Background: an optimization exercise with open tools, aiming at small area, a short achievable clock period and few clock cycles per item. Do not read the settings as production practice. Only simulation tests tie the RTL to the original design; equivalence was not proved.

==> flow/design.v (excerpt) <==
module muldiv_seq (
   input  logic        clk,
   input  logic        rst,
   input  logic        start_i,
   input  logic [2:0]  op_i,
   input  logic [31:0] rs1_i,
   input  logic [31:0] rs2_i,
   input  logic        flush_i,
   output logic        stall_o,
   output logic        busy_o,
   output logic        done_o,
   output logic [31:0] result_o
);
   logic        busy_q, done_q;
   logic        accept, run, last, fast;
   assign accept = ~busy_q & start_i & ~flush_i;
   assign run    = busy_q & ~done_q;
   always_ff @(posedge clk or negedge rst) begin
      if (!rst) begin
         busy_q <= 1'b0;
         done_q <= 1'b0;
      end else if (!busy_q) begin
         busy_q <= accept;
         done_q <= accept & fast;
      end else if (done_q || flush_i) begin
         busy_q <= 1'b0;
         done_q <= 1'b0;
      end else begin
         done_q <= last;
      end
   end
   assign stall_o = rst & (accept | run);
   assign busy_o  = busy_q;
   assign done_o  = done_q;
   function automatic logic [5:0] topbit(input logic [31:0] x);
      logic [15:0] v1, p1;
      logic [7:0]  v2;
      logic [15:0] p2;
      logic [3:0]  v3;
      logic [11:0] p3;
      logic [1:0]  v4;
      logic [7:0]  p4;
      logic [4:0]  p5;
  ...
For scale: ~2400 cells after synthesis, roughly 140 flip-flops, roughly 110 I/O pins, ~18000 sq um of cells after synthesis.
Settings: LEC_CHECK=0, CAP_MARGIN=20, CELL_PAD_IN_SITES_DETAIL_PLACEMENT=1, CELL_PAD_IN_SITES_GLOBAL_PLACEMENT=1, CORE_MARGIN=2, CORE_UTILIZATION=40, PLACE_DENSITY=0.5, SLEW_MARGIN=20; clock period 11.0 ns.
standard.sh (not shown) runs the stock make flow with config.mk's settings and CLKGATE_MAP_FILE= SYNTH_SCRIPT=/design/flow/synth_recipe.tcl, a recipe that flattens the netlist after the stock synthesis.
==> flow/flow/run.sh <==
#!/bin/bash
set -euo pipefail
export BUFFER_PORTS_ARGS="-buffer_cell sky130_fd_sc_hd__buf_1"
export SETUP_SLACK_MARGIN=5.7
bash standard.sh > standard_flow.log 2>&1
The first run completed with no timing, DRC or antenna violations.
Testbench counts at the start, summed over its fixed seeds: cycles 20,548, items 2,400.
Rerun with:
==> flow/flow/run.sh (replaced) <==
#!/bin/bash
set -euo pipefail
export BUFFER_PORTS_ARGS="-buffer_cell sky130_fd_sc_hd__buf_1"
export SETUP_SLACK_MARGIN=6.2
bash standard.sh > standard_flow.log 2>&1
What happened: Routed wire length climbs by a few percent; via count climbs by a few percent; clock-buffer cell count climbs by 1; worst setup slack is better by 0.12 ns; fmax climbs by a few percent; area after synthesis is unchanged.

---

Another version of the RTL of muldiv_seq (not shown whole).
For scale: about 140 flip-flops, about 110 I/O pins.
make LEC_CHECK=0 ABC_AREA=1 CAP_MARGIN=20 CELL_PAD_IN_SITES_DETAIL_PLACEMENT=1 CELL_PAD_IN_SITES_GLOBAL_PLACEMENT=1 CORE_MARGIN=2 CORE_UTILIZATION=40 PLACE_DENSITY=0.5 SETUP_SLACK_MARGIN=5 SLEW_MARGIN=20 finish   # period 11.0 ns
run.sh (not shown) runs the stock make flow with config.mk's settings and CLKGATE_MAP_FILE= SYNTH_SCRIPT=/design/flow/synth_recipe.tcl, a recipe that flattens the netlist after the stock synthesis.
Stock flow here: none of the scripts above is used.
Testbench counts at the start, summed over its fixed seeds: cycles 21,988, items 2,400.
Change:
ABC_AREA = unset   (was 1)
What happened:
- The new run finished with timing, DRC and antenna clean
- wire length grows slightly
- core utilization came out higher by 0.91 points
- setup slack degrades by 0.58 ns
- die area is higher slightly
- final area grows by a few percent
- sequential share of layout area falls by 0.72 points

---

lane 1:
Another version of the RTL of muldiv_seq (not shown whole).
Size: ~2,900 cells after synthesis, about 110 I/O pins, roughly 18,000 sq um of cells after synthesis.
// muldiv_seq
module muldiv_seq (
   input  logic        clk,
   input  logic        rst,
   input  logic        start_i,
   input  logic [2:0]  op_i,
   input  logic [31:0] rs1_i,
   input  logic [31:0] rs2_i,
   input  logic        flush_i,
   output logic        stall_o,
   output logic        busy_o,
   output logic        done_o,
   output logic [31:0] result_o
);
   logic        busy_q, done_q;
   logic        accept, run, last, fast;
   assign accept = ~busy_q & start_i & ~flush_i;
   assign run    = busy_q & ~done_q;
   always_ff @(posedge clk or negedge rst) begin
      if (!rst) begin
         busy_q <= 1'b0;
         done_q <= 1'b0;
      end else if (!busy_q) begin
         busy_q <= accept;
         done_q <= accept & fast;
      end else if (done_q || flush_i) begin
         busy_q <= 1'b0;
         done_q <= 1'b0;
      end else begin
         done_q <= last;
      end
   end
   assign stall_o = rst & (accept | run);
   assign busy_o  = busy_q;
   assign done_o  = done_q;
   function automatic logic [5:0] topbit(input logic [31:0] x);
      logic [15:0] v1, p1;
      logic [7:0]  v2;
      logic [15:0] p2;
      logic [3:0]  v3;
      logic [11:0] p3;
      logic [1:0]  v4;
      logic [7:0]  p4;
      logic [4:0]  p5;
      for (int i = 0; i < 16; i++) begin
         v1[i] = x[2*i+1] | x[2*i];
         p1[i] = x[2*i+1];
      end
      for (int i = 0; i < 8; i++) begin
         v2[i]      = v1[2*i+1] | v1[2*i];
  ...
==> flow/config.mk <==
export PLATFORM = sky130hd
export DESIGN_NAME = muldiv_seq
export DESIGN_NICKNAME = muldiv_seq
export VERILOG_FILES = /design/flow/design.v
export SDC_FILE = /design/flow/constraint.sdc
export NUM_CORES = 4
export LEC_CHECK = 0
export ABC_AREA = 1
export CAP_MARGIN = 20
export CELL_PAD_IN_SITES_DETAIL_PLACEMENT = 1
export CELL_PAD_IN_SITES_GLOBAL_PLACEMENT = 1
export CORE_MARGIN = 2
export CORE_UTILIZATION = 40
export PLACE_DENSITY = 0.5
export SETUP_SLACK_MARGIN = 5
export SLEW_MARGIN = 20
==> flow/constraint.sdc <==
create_clock -name core_clock -period 11.0 [get_ports {clk}]
set_input_delay 2.2000 -clock core_clock [delete_from_list [all_inputs] [get_ports {clk}]]
set_output_delay 2.2000 -clock core_clock [all_outputs]
set_load 0.01 [all_outputs]
standard.sh (not shown) runs the stock make flow with config.mk's settings and CLKGATE_MAP_FILE= SYNTH_SCRIPT=/design/flow/synth_recipe.tcl, a recipe that flattens the netlist after the stock synthesis.
==> flow/flow/run.sh <==
#!/bin/bash
set -euo pipefail
export BUFFER_PORTS_ARGS="-buffer_cell sky130_fd_sc_hd__buf_1"
bash standard.sh > standard_flow.log 2>&1
Lane 1 completed every stage of the flow, and the final layout passed the timing, design-rule and antenna checks.
Testbench counts of lane 1, summed over its fixed seeds: cycles 20,548, items 2,400.
[inputs] lane 2 vs lane 1
==> flow/run.sh (new file) <==
#!/bin/bash
# synth_recipe.tcl (not shown) runs the flow's synth.tcl, then flattens the netlist and writes it again
# the make line also repeats each setting of config.mk as NAME=value (left out here)
make -C /OpenROAD-flow-scripts/flow DESIGN_CONFIG=/design/flow/config.mk WORK_HOME=/design/flow/orfs CLKGATE_MAP_FILE= SYNTH_SCRIPT=/design/flow/synth_recipe.tcl finish
removed: flow/flow/run.sh
removed: flow/standard.sh
Findings:
Wire: lane 2 routes less than lane 1. Lane 1 and lane 2 ended up with nearly the same share of layout cells above drive strength 1. Between lane 2 and lane 1, the fmax does not differ in any meaningful way. Lane 2: all stages complete, timing, DRC and antenna checks passed. The pre-CTS worst setup slack in lane 2 was lower than what lane 1 gave.

---

the reference run:
muldiv_seq, a different RTL version from the one above (not shown whole).
Size in the first run: roughly 100 flip-flops, ~15,000 um2 of cells after synthesis.
// muldiv_seq
module muldiv_seq (
   input  logic        clk,
   input  logic        rst,
   input  logic        start_i,
   input  logic [2:0]  op_i,
   input  logic [31:0] rs1_i,
   input  logic [31:0] rs2_i,
   input  logic        flush_i,
   output logic        stall_o,
   output logic        busy_o,
   output logic        done_o,
   output logic [31:0] result_o
);
export LEC_CHECK = 0
export ABC_AREA = 1
export CAP_MARGIN = 20
export CELL_PAD_IN_SITES_DETAIL_PLACEMENT = 1
export CELL_PAD_IN_SITES_GLOBAL_PLACEMENT = 1
export CORE_MARGIN = 2
export CORE_UTILIZATION = 40
export PLACE_DENSITY = 0.5
export SETUP_SLACK_MARGIN = 5
export SLEW_MARGIN = 20
export TNS_END_PERCENT = 5
create_clock -name core_clock -period 11.0 [get_ports {clk}]
==> flow/flow/run.sh <==
#!/bin/bash
set -euo pipefail
export BUFFER_PORTS_ARGS="-buffer_cell sky130_fd_sc_hd__buf_1"
bash standard.sh > standard_flow.log 2>&1
Testbench counts of the reference run, summed over its fixed seeds: cycles 20,153, items 2,400.
--- input diff the reference run..the trial run ---
Settings: swapping 5 for 4.5 in SETUP_SLACK_MARGIN.
==> comparison <==
Summary of the trial run over the reference run: cell count level; met3 track demand over resource in global routing level; smallest setup slack after layout moved down. Compared the trial run against the reference run; area of the die within noise. The final reports for the trial run and the reference run show number of inserted filler cells in the final layout higher in the former. In the reports for the reference run and the trial run, the larger number of non-clock inverters in the layout belongs to the reference run. Total track usage: lower on the trial run. The higher hold slack came out of the trial run. In terms of wire length of the first global-routing pass, the reference run and the trial run differ only marginally. The core of the trial run is less densely filled than that of the reference run.

---

P:
muldiv_seq again, from the RTL that the note above started with.
==> flow/design.v (excerpt) <==
module muldiv_seq (
   input  logic        clk,
   input  logic        rst,
   input  logic        start_i,
   input  logic [2:0]  op_i,
   input  logic [31:0] rs1_i,
   input  logic [31:0] rs2_i,
   input  logic        flush_i,
   output logic        stall_o,
   output logic        busy_o,
   output logic        done_o,
   output logic [31:0] result_o
);
==> flow/config.mk <==
export PLATFORM = sky130hd
export DESIGN_NAME = muldiv_seq
export DESIGN_NICKNAME = muldiv_seq
export VERILOG_FILES = /design/flow/design.v
export SDC_FILE = /design/flow/constraint.sdc
export NUM_CORES = 4
export LEC_CHECK = 0
export CAP_MARGIN = 20
export CELL_PAD_IN_SITES_DETAIL_PLACEMENT = 1
export CELL_PAD_IN_SITES_GLOBAL_PLACEMENT = 1
export CORE_MARGIN = 2
export CORE_UTILIZATION = 40
export PLACE_DENSITY = 0.5
export SETUP_SLACK_MARGIN = 5
export SLEW_MARGIN = 20
export TNS_END_PERCENT = 5
==> flow/constraint.sdc <==
create_clock -name core_clock -period 11.0 [get_ports {clk}]
set_input_delay 2.2000 -clock core_clock [delete_from_list [all_inputs] [get_ports {clk}]]
set_output_delay 2.2000 -clock core_clock [all_outputs]
set_load 0.01 [all_outputs]
Scripts as last shown in full above: flow/flow/run.sh
P reached the final stage; the timing, design-rule and antenna checks on its layout passed.
Testbench counts of P, summed over its fixed seeds: cycles 20,153, items 2,400.
What Q does differently from P at the input level:
Settings: PLACE_DENSITY now 0.65, was 0.5; ABC_AREA now 1, previously not set; CORE_UTILIZATION now 55, was 40.
Findings:
Q was carried through to the last stage, and its layout satisfied the timing, design-rule and antenna checks. Looking at total wire length after detailed routing, Q sits above P. Diff P -> Q | area share of and/or/nand/nor cells after synthesis | increase of 10 points. Against P, Q comes in 3.7 points lower on post-synthesis compound-gate area fraction. In the flow results for P and Q, the number of global-route vias before repair is larger on Q. Compared with P, in Q top achievable clock speed went down by about 2%; instance area at placement went down by 5.4%. Changes observed in Q relative to P: adder-cell area share of the yosys netlist went up by 0.30 points, number of combinational gates with multiple inputs went up by 16%.

## re-timing with driven ports
How much do the figures lean on ideal ports? The routed layouts below were timed once more, with nothing changed but the port constraints. Step 1 (the two cells are an assumption about what drives the block):
set clk [get_ports {clk}]
set_driving_cell -lib_cell sky130_fd_sc_hd__clkbuf_16 $clk
set_driving_cell -lib_cell sky130_fd_sc_hd__buf_2 [delete_from_list [all_inputs] $clk]
Step 2 also shifts input and output timing later by t, the mid clock arrival at the registers, as if the neighbouring blocks saw the same clock. Slacks: ideal ports / drivers / drivers and shift; pairs: ideal ports / drivers.
| run | t, ns | slack for setup (ns) | slew at the worst register clock pin (ns) | pins driven straight from the clock port |
|---|---|---|---|---|
| the first run of note 1 | 0.516 | 5.284 / 5.265 / 4.749 | 0.07 / 0.07 | 1 |
| the second run of note 1 | 0.518 | 5.404 / 5.303 / 4.785 | 0.07 / 0.07 | 1 |
| the first run of note 2 | 0.524 | 5.076 / 5.020 / 4.598 | 0.07 / 0.07 | 1 |
| the second run of note 2 | 0.497 | 4.501 / 4.528 / 4.031 | 0.08 / 0.08 | 1 |
| lane 1 | 0.546 | 5.175 / 5.175 / 4.698 | 0.08 / 0.08 | 1 |
| lane 2 | 0.513 | 5.172 / 5.172 / 4.750 | 0.08 / 0.08 | 1 |
| the reference run | 0.433 | 5.017 / 5.040 / 4.607 | 0.08 / 0.08 | 1 |
| the trial run | 0.437 | 4.628 / 4.659 / 4.222 | 0.08 / 0.08 | 1 |
| P | 0.431 | 4.875 / 4.896 / 4.464 | 0.09 / 0.09 | 1 |
| Q | 0.426 | 4.756 / 4.776 / 4.350 | 0.09 / 0.09 | 1 |
After both steps every run listed still meets setup and hold. The setup slack of the second run of note 1, which loses most, moves by -0.101 ns with the drivers and by -0.619 ns with both steps.
